Context: an optimization exercise on an open-source flow, tuned for small area. The choices shown serve that exercise and are no tape-out recipe. Only simulation tests tie the RTL to the original design; equivalence was not proved. Power is estimated from default activity; no workload was simulated.

==> zinc <==
// regfile_scoreboard
module regfile_scoreboard #(
  parameter int unsigned nregs = 32,
  parameter int unsigned nbits = 32
) (
  input  logic                     clk,
  input  logic                     rst,
  input  logic [$clog2(nregs)-1:0] rs1_addr,
  input  logic                     rs1_en,
  output logic [nbits-1:0]         rs1_data,
  input  logic [$clog2(nregs)-1:0] rs2_addr,
  input  logic                     rs2_en,
  output logic [nbits-1:0]         rs2_data,
  input  logic                     issue_val,
  input  logic [$clog2(nregs)-1:0] issue_waddr,
  input  logic                     wb_en,
  input  logic [$clog2(nregs)-1:0] wb_addr,
  input  logic [nbits-1:0]         wb_data,
  output logic                     stall,
  output logic [nregs-1:0]         pending
);
==> module regfile_scoreboard, before the edit <==
module regfile_scoreboard #(
  parameter int unsigned nregs = 32,
  parameter int unsigned nbits = 32
) (
  input  logic                     clk,
  input  logic                     rst,
  input  logic [$clog2(nregs)-1:0] rs1_addr,
  input  logic                     rs1_en,
  output logic [nbits-1:0]         rs1_data,
  input  logic [$clog2(nregs)-1:0] rs2_addr,
  input  logic                     rs2_en,
  output logic [nbits-1:0]         rs2_data,
  input  logic                     issue_val,
  input  logic [$clog2(nregs)-1:0] issue_waddr,
  input  logic                     wb_en,
  input  logic [$clog2(nregs)-1:0] wb_addr,
  input  logic [nbits-1:0]         wb_data,
  output logic                     stall,
  output logic [nregs-1:0]         pending
);
  localparam int unsigned ngrp = (nregs + 2) / 3;   
  logic [nbits-1:0] q [1:nregs-1];    
  logic             ph;
  logic [nregs-1:1] pend;
  logic [nregs-1:1] wb_dec, rs1_dec, rs2_dec, iss_dec;
  logic [nregs-1:1] row_w, row_wn;
  logic [nregs-1:1] sel1, sel2;
  logic [nbits-1:0] wb_x;
  logic             byp1, byp2;
  logic             phx1, phx2;
  logic             busy1, busy2, busy_w;
  logic             issue_fire;
  always_comb begin
    for (int unsigned i = 1; i < nregs; i++) begin
      wb_dec[i]  = wb_en && (wb_addr == i);
      rs1_dec[i] = (rs1_addr == i);
      rs2_dec[i] = (rs2_addr == i);
      iss_dec[i] = (issue_waddr == i);
    end
    row_w  = wb_dec | {(nregs-1){rst}};
    row_wn = ~wb_dec | {(nregs-1){rst}};
    wb_x   = wb_data ^ {nbits{ph}};
  end
  for (genvar i = 1; i < nregs; i++) begin : g_row
    for (genvar b = 0; b < nbits; b++) begin : g_bit
      logic d;
      rf_hold_cell u_hold (.q(q[i][b]), .w(row_w[i]), .wn(row_wn[i]), .c(wb_x[b]), .d(d));
      always_ff @(posedge clk) q[i][b] <= d;
    end
  end
  always_ff @(posedge clk) begin
    if (rst) ph <= 1'b0;
    else     ph <= ~ph;
  end
  always_comb begin
    byp1 = wb_en && (rs1_addr == wb_addr) && (rs1_addr != '0);
    byp2 = wb_en && (rs2_addr == wb_addr) && (rs2_addr != '0);
    sel1 = rs1_dec & ~wb_dec;
    sel2 = rs2_dec & ~wb_dec;
    phx1 = ph && (rs1_addr != '0);
    phx2 = ph && (rs2_addr != '0);
  end
  for (genvar b = 0; b < nbits; b++) begin : g_rd
    logic [3*ngrp-1:0] t1, s1, t2, s2;
    logic [ngrp-1:0]   n1, n2;
    always_comb begin
      t1 = '0; s1 = '0; t2 = '0; s2 = '0;
      for (int unsigned i = 1; i < nregs; i++) begin
        t1[i-1] = q[i][b]; s1[i-1] = sel1[i];
        t2[i-1] = q[i][b]; s2[i-1] = sel2[i];
      end
      t1[nregs-1] = wb_x[b]; s1[nregs-1] = byp1;
      t2[nregs-1] = wb_x[b]; s2[nregs-1] = byp2;
    end
    for (genvar g = 0; g < ngrp-1; g++) begin : g_grp
      rf_aoi222 u1 (.a0(t1[3*g]), .s0(s1[3*g]), .a1(t1[3*g+1]), .s1(s1[3*g+1]),
                    .a2(t1[3*g+2]), .s2(s1[3*g+2]), .y(n1[g]));
      rf_aoi222 u2 (.a0(t2[3*g]), .s0(s2[3*g]), .a1(t2[3*g+1]), .s1(s2[3*g+1]),
                    .a2(t2[3*g+2]), .s2(s2[3*g+2]), .y(n2[g]));
    end
    rf_rdfin u_f1 (.n(n1[ngrp-2:0]), .a0(t1[3*ngrp-3]), .s0(s1[3*ngrp-3]),
                   .a1(t1[3*ngrp-2]), .s1(s1[3*ngrp-2]), .phx(phx1), .y(rs1_data[b]));
    rf_rdfin u_f2 (.n(n2[ngrp-2:0]), .a0(t2[3*ngrp-3]), .s0(s2[3*ngrp-3]),
                   .a1(t2[3*ngrp-2]), .s1(s2[3*ngrp-2]), .phx(phx2), .y(rs2_data[b]));
  end
  always_comb begin
    busy1      = |(sel1 & pend);
    busy2      = |(sel2 & pend);
    busy_w     = |(iss_dec & pend & ~wb_dec);
    stall      = (rs1_en && busy1) || (rs2_en && busy2) || (issue_val && busy_w);
    issue_fire = issue_val && !stall;
    pending    = {pend, 1'b0};
  end
  always_ff @(posedge clk) begin
    if (rst) pend <= '0;
    else     pend <= (pend & ~wb_dec) | (iss_dec & {(nregs-1){issue_fire}});
  end
endmodule
==> module rf_rdfin, before the edit <==
module rf_rdfin (
  input  logic [9:0] n,
  input  logic       a0, s0, a1, s1,
  input  logic       phx,
  output logic       y
);
  logic n10, o0, o1, o2, m_n;
  rf_aoi22 u_p  (.a0(a0), .s0(s0), .a1(a1), .s1(s1), .y(n10));
  rf_nand4 u_o0 (.a(n[0]), .b(n[1]), .c(n[2]), .d(n[3]), .y(o0));
  rf_nand4 u_o1 (.a(n[4]), .b(n[5]), .c(n[6]), .d(n[7]), .y(o1));
  rf_nand3 u_o2 (.a(n[8]), .b(n[9]), .c(n10), .y(o2));
  rf_nor3  u_m  (.a(o0), .b(o1), .c(o2), .y(m_n));
  rf_xnor2 u_y  (.a(m_n), .b(phx), .y(y));
endmodule
==> module rf_aoi22, before the edit <==
module rf_aoi22 (
  input  logic a0, s0, a1, s1,
  output logic y
);
  assign y = ~((a0 & s0) | (a1 & s1));
endmodule
==> module rf_nand3, before the edit <==
module rf_nand3 (
  input  logic a, b, c,
  output logic y
);
  assign y = ~(a & b & c);
endmodule
==> module rf_nor3, before the edit <==
module rf_nor3 (
  input  logic a, b, c,
  output logic y
);
  assign y = ~(a | b | c);
endmodule
==> module rf_xnor2, before the edit <==
module rf_xnor2 (
  input  logic a, b,
  output logic y
);
  assign y = ~(a ^ b);
endmodule
clock: 6.0 ns
lec_check: 0
cap_margin: 15
core_margin: 2
core_utilization: 50
setup_slack_margin: 0.15
slew_margin: 15
synth_hierarchical: 1
synth_minimum_keep_size: 0
standard.sh (not shown) runs the stock make flow with config.mk's settings and CLKGATE_MAP_FILE= SYNTH_SCRIPT=/design/flow/synth_recipe.tcl, a recipe that flattens the netlist after the stock synthesis.
==> flow/flow/run.sh <==
#!/bin/bash
# Own layout flow: the standard ORFS flow (standard.sh, synthesis included),
# with two changes to how the layout is made:
#  - the input and output ports are buffered by buf_2 cells instead of the
#    resizer's default delay-buffer choice;
#  - clock tree synthesis clusters up to 28 flip-flops within 70 um per
#    clkbuf_16 leaf buffer and inserts no dummy loads.
set -euo pipefail
bash standard.sh \
  "BUFFER_PORTS_ARGS=-buffer_cell sky130_fd_sc_hd__buf_2" \
  "CTS_ARGS=-sink_clustering_enable -repair_clock_nets -dont_use_dummy_load -buf_list sky130_fd_sc_hd__clkbuf_16 -sink_clustering_size 28 -sink_clustering_max_diameter 70" \
  finish > standard_flow.log 2>&1
==> lagoon: changes against zinc <==
--- a/flow/design.v
+++ b/flow/design.v
@@ -22,7 +22,7 @@
   logic [nbits-1:0] q [1:nregs-1];    
   logic             ph;
   logic [nregs-1:1] pend;
-  logic [nregs-1:1] wb_dec, rs1_dec, rs2_dec, iss_dec;
+  logic [nregs-1:1] wb_dec, iss_dec;
   logic [nregs-1:1] row_w, row_wn;
   logic [nregs-1:1] sel1, sel2;
   logic [nbits-1:0] wb_x;
@@ -30,16 +30,34 @@
   logic             phx1, phx2;
   logic             busy1, busy2, busy_w;
   logic             issue_fire;
+  logic [3:0] wb_lo, rs1_lo, rs2_lo, iss_lo;
+  logic [7:0] wb_hi, rs1_hi, rs2_hi, iss_hi;
+  logic [nregs-1:1] wb_dec_n;
+  logic             rst_n;
   always_comb begin
-    for (int unsigned i = 1; i < nregs; i++) begin
-      wb_dec[i]  = wb_en && (wb_addr == i);
-      rs1_dec[i] = (rs1_addr == i);
-      rs2_dec[i] = (rs2_addr == i);
-      iss_dec[i] = (issue_waddr == i);
+    for (int unsigned k = 0; k < 4; k++) begin
+      wb_lo[k]  = wb_en && (wb_addr[1:0] == k);
+      rs1_lo[k] = (rs1_addr[1:0] == k);
+      rs2_lo[k] = (rs2_addr[1:0] == k);
+      iss_lo[k] = (issue_waddr[1:0] == k);
     end
-    row_w  = wb_dec | {(nregs-1){rst}};
-    row_wn = ~wb_dec | {(nregs-1){rst}};
+    for (int unsigned k = 0; k < 8; k++) begin
+      wb_hi[k]  = (wb_addr[4:2] == k);
+      rs1_hi[k] = (rs1_addr[4:2] == k);
+      rs2_hi[k] = (rs2_addr[4:2] == k);
+      iss_hi[k] = (issue_waddr[4:2] == k);
+    end
+    rst_n  = ~rst;
+    wb_dec = ~wb_dec_n;
     wb_x   = wb_data ^ {nbits{ph}};
+  end
+  for (genvar i = 1; i < nregs; i++) begin : g_dec
+    rf_nand2 u_wd  (.a(wb_lo[i%4]), .b(wb_hi[i/4]), .y(wb_dec_n[i]));
+    rf_nand2 u_w   (.a(wb_dec_n[i]), .b(rst_n), .y(row_w[i]));
+    rf_or2   u_wn  (.a(wb_dec_n[i]), .b(rst), .y(row_wn[i]));
+    rf_and3  u_s1  (.a(rs1_lo[i%4]), .b(rs1_hi[i/4]), .c(wb_dec_n[i]), .y(sel1[i]));
+    rf_and3  u_s2  (.a(rs2_lo[i%4]), .b(rs2_hi[i/4]), .c(wb_dec_n[i]), .y(sel2[i]));
+    rf_and2  u_is  (.a(iss_lo[i%4]), .b(iss_hi[i/4]), .y(iss_dec[i]));
   end
   for (genvar i = 1; i < nregs; i++) begin : g_row
     for (genvar b = 0; b < nbits; b++) begin : g_bit
@@ -55,8 +73,6 @@
   always_comb begin
     byp1 = wb_en && (rs1_addr == wb_addr) && (rs1_addr != '0);
     byp2 = wb_en && (rs2_addr == wb_addr) && (rs2_addr != '0);
-    sel1 = rs1_dec & ~wb_dec;
-    sel2 = rs2_dec & ~wb_dec;
     phx1 = ph && (rs1_addr != '0);
     phx2 = ph && (rs2_addr != '0);
   end
@@ -117,19 +133,21 @@
   input  logic       phx,
   output logic       y
 );
-  logic n10, o0, o1, o2, m_n;
-  rf_aoi22 u_p  (.a0(a0), .s0(s0), .a1(a1), .s1(s1), .y(n10));
+  logic g, o0, o1, o2, p0, p1, m;
+  rf_ao22  u_p  (.a0(a0), .s0(s0), .a1(a1), .s1(s1), .y(g));
   rf_nand4 u_o0 (.a(n[0]), .b(n[1]), .c(n[2]), .d(n[3]), .y(o0));
   rf_nand4 u_o1 (.a(n[4]), .b(n[5]), .c(n[6]), .d(n[7]), .y(o1));
-  rf_nand3 u_o2 (.a(n[8]), .b(n[9]), .c(n10), .y(o2));
-  rf_nor3  u_m  (.a(o0), .b(o1), .c(o2), .y(m_n));
-  rf_xnor2 u_y  (.a(m_n), .b(phx), .y(y));
+  rf_nand2 u_o2 (.a(n[8]), .b(n[9]), .y(o2));
+  rf_nor2  u_p0 (.a(o0), .b(o1), .y(p0));
+  rf_nor2  u_p1 (.a(o2), .b(g), .y(p1));
+  rf_nand2 u_m  (.a(p0), .b(p1), .y(m));
+  rf_xor2  u_y  (.a(m), .b(phx), .y(y));
 endmodule
-module rf_aoi22 (
+module rf_ao22 (
   input  logic a0, s0, a1, s1,
   output logic y
 );
-  assign y = ~((a0 & s0) | (a1 & s1));
+  assign y = (a0 & s0) | (a1 & s1);
 endmodule
 module rf_nand4 (
   input  logic a, b, c, d,
@@ -137,21 +155,39 @@
 );
   assign y = ~(a & b & c & d);
 endmodule
-module rf_nand3 (
+module rf_nand2 (
+  input  logic a, b,
+  output logic y
+);
+  assign y = ~(a & b);
+endmodule
+module rf_or2 (
+  input  logic a, b,
+  output logic y
+);
+  assign y = a | b;
+endmodule
+module rf_and2 (
+  input  logic a, b,
+  output logic y
+);
+  assign y = a & b;
+endmodule
+module rf_and3 (
   input  logic a, b, c,
   output logic y
 );
-  assign y = ~(a & b & c);
+  assign y = a & b & c;
 endmodule
-module rf_nor3 (
-  input  logic a, b, c,
-  output logic y
-);
-  assign y = ~(a | b | c);
-endmodule
-module rf_xnor2 (
+module rf_nor2 (
   input  logic a, b,
   output logic y
 );
-  assign y = ~(a ^ b);
+  assign y = ~(a | b);
 endmodule
+module rf_xor2 (
+  input  logic a, b,
+  output logic y
+);
+  assign y = a ^ b;
+endmodule
==> flow/flow/run.sh (replaced) <==
#!/bin/bash
# Own layout flow: the standard ORFS flow (standard.sh, synthesis included),
# with three changes to how the layout is made:
#  - after floorplanning, gates that synthesis upsized beyond what timing needs
#    are downsized (flow/post_floorplan.tcl);
#  - the input and output ports are buffered by buf_2 cells instead of the
#    resizer's default delay-buffer choice;
#  - clock tree synthesis clusters up to 28 flip-flops within 70 um per
#    clkbuf_16 leaf buffer and inserts no dummy loads.
set -euo pipefail
bash standard.sh \
  "POST_FLOORPLAN_TCL=$PWD/flow/post_floorplan.tcl" \
  "BUFFER_PORTS_ARGS=-buffer_cell sky130_fd_sc_hd__buf_2" \
  "CTS_ARGS=-sink_clustering_enable -repair_clock_nets -dont_use_dummy_load -buf_list sky130_fd_sc_hd__clkbuf_16 -sink_clustering_size 28 -sink_clustering_max_diameter 70" \
  finish > standard_flow.log 2>&1
==> flow/flow/post_floorplan.tcl (new file) <==
# Downsize gates that have timing slack to spare (before placement; the
# placement and routing repairs that follow fix slew, capacitance and timing).
repair_timing -recover_power 100 -verbose
- CORE_UTILIZATION: 50 -> 58
- SETUP_SLACK_MARGIN: 0.15 -> 0.3
==> quartz: changes against zinc <==
- CAP_MARGIN: 15 -> 0
- SETUP_SLACK_MARGIN: 0.15 -> not set
- SLEW_MARGIN: 15 -> 0
==> impl_results.rst <==
.. list-table::
   :header-rows: 1

   * - Metric
     - Value
   * - Layout violations
     - negative setup slack
   * - Number of well taps
     - 1,050
   * - Largest net degree at the start of global routing
     - 49
   * - Startpoint of the worst setup timing path
     - wb_en
   * - Total wire length
     - 223,000 um
   * - Min Hold Slack
     - 0.477 ns
   * - Count of final setup violators
     - 1
   * - Layout cell share with drive strength beyond 1
     - 0.175
   * - Smallest setup slack after layout
     - -0.0350 ns
   * - Result of the run
     - finished with violations
   * - P_comb
     - 2.31 mW
   * - RR Endpoint
     - q[1][10]
   * - Int Pwr
     - 9.60 mW
   * - Share of power burned in registers
     - 0.562
The numbers above come from zinc.

==> impl_results.rst <==
.. list-table::
   :header-rows: 1

   * - Metric
     - Value
   * - Layout violations
     - max-capacitance violations, max-slew violations, negative setup slack
   * - Count of final setup violators
     - 1
   * - Max-cap check violation count
     - 3
   * - Total wire length
     - 223,000 um
   * - Int Pwr
     - 9.60 mW
   * - Largest net degree at the start of global routing
     - 49
   * - Share of power burned in registers
     - 0.562
   * - Number of pins with negative max-slew slack in the final report
     - 28
   * - Startpoint of the worst setup timing path
     - wb_addr[3]
   * - P_comb
     - 2.31 mW
   * - Number of well taps
     - 1,050
   * - Smallest setup slack after layout
     - -0.0596 ns
   * - Min Hold Slack
     - 0.473 ns
   * - Result of the run
     - finished with violations
The numbers above come from quartz.

==> impl_results.rst <==
.. list-table::
   :header-rows: 1

   * - Metric
     - Value
   * - Register-to-Register Setup Slack
     - 3.26 ns
   * - Smallest setup slack after layout
     - 0.116 ns
   * - Startpoint of the worst setup timing path
     - wb_addr[1]
   * - Int Pwr
     - 9.45 mW
   * - Layout cell share with drive strength beyond 1
     - 0.128
   * - Largest net degree at the start of global routing
     - 39
   * - Post-route clock skew
     - 0.0603 ns
   * - Buffer cell driving the clock tree root
     - sky130_fd_sc_hd__clkbuf_16
   * - Total wire length
     - 205,000 um
   * - Post-synthesis async set-or-reset flop share
     - 0
   * - Count of final setup violators
     - 0
   * - RR Endpoint
     - q[31][17]
   * - Number of well taps
     - 864
   * - Share of power burned in registers
     - 0.572
   * - Result of the run
     - no timing/DRC/antenna violations
   * - Worst-path fanout max
     - 31
   * - Min Hold Slack
     - 0.476 ns
   * - P_comb
     - 2.21 mW
The numbers above come from lagoon.

==> what the ideal ports hide <==
The results above use ideal ports. As a check the final layouts listed here were re-extracted and re-timed, cells and wires unchanged.
Step 1 sets driving cells, clkbuf_16 on the clock port and buf_2 on the other inputs (assumed; they add their load-dependent delay and slew).
Step 2 adds t to the input delays and takes it off the output delays; t is the mean of the earliest and latest rising clock arrival at the registers after step 1. Input paths then give back, and output paths get back, about the clock's delay inside the block.
Three values: no drivers, after step 1, after step 2; two values: the first two.
run	t, ns	setup slack, ns	hold slack, ns
zinc	0.723	-0.035 / -0.071 / -0.071	0.477 / 0.477 / 0.477
lagoon	0.707	0.116 / 0.089 / 0.089	0.476 / 0.476 / 0.476
quartz	0.708	-0.060 / -0.084 / -0.084	0.473 / 0.473 / 0.473
The setup slack of zinc, which loses most, moves by -0.036 ns with the drivers and by -0.036 ns with both steps.
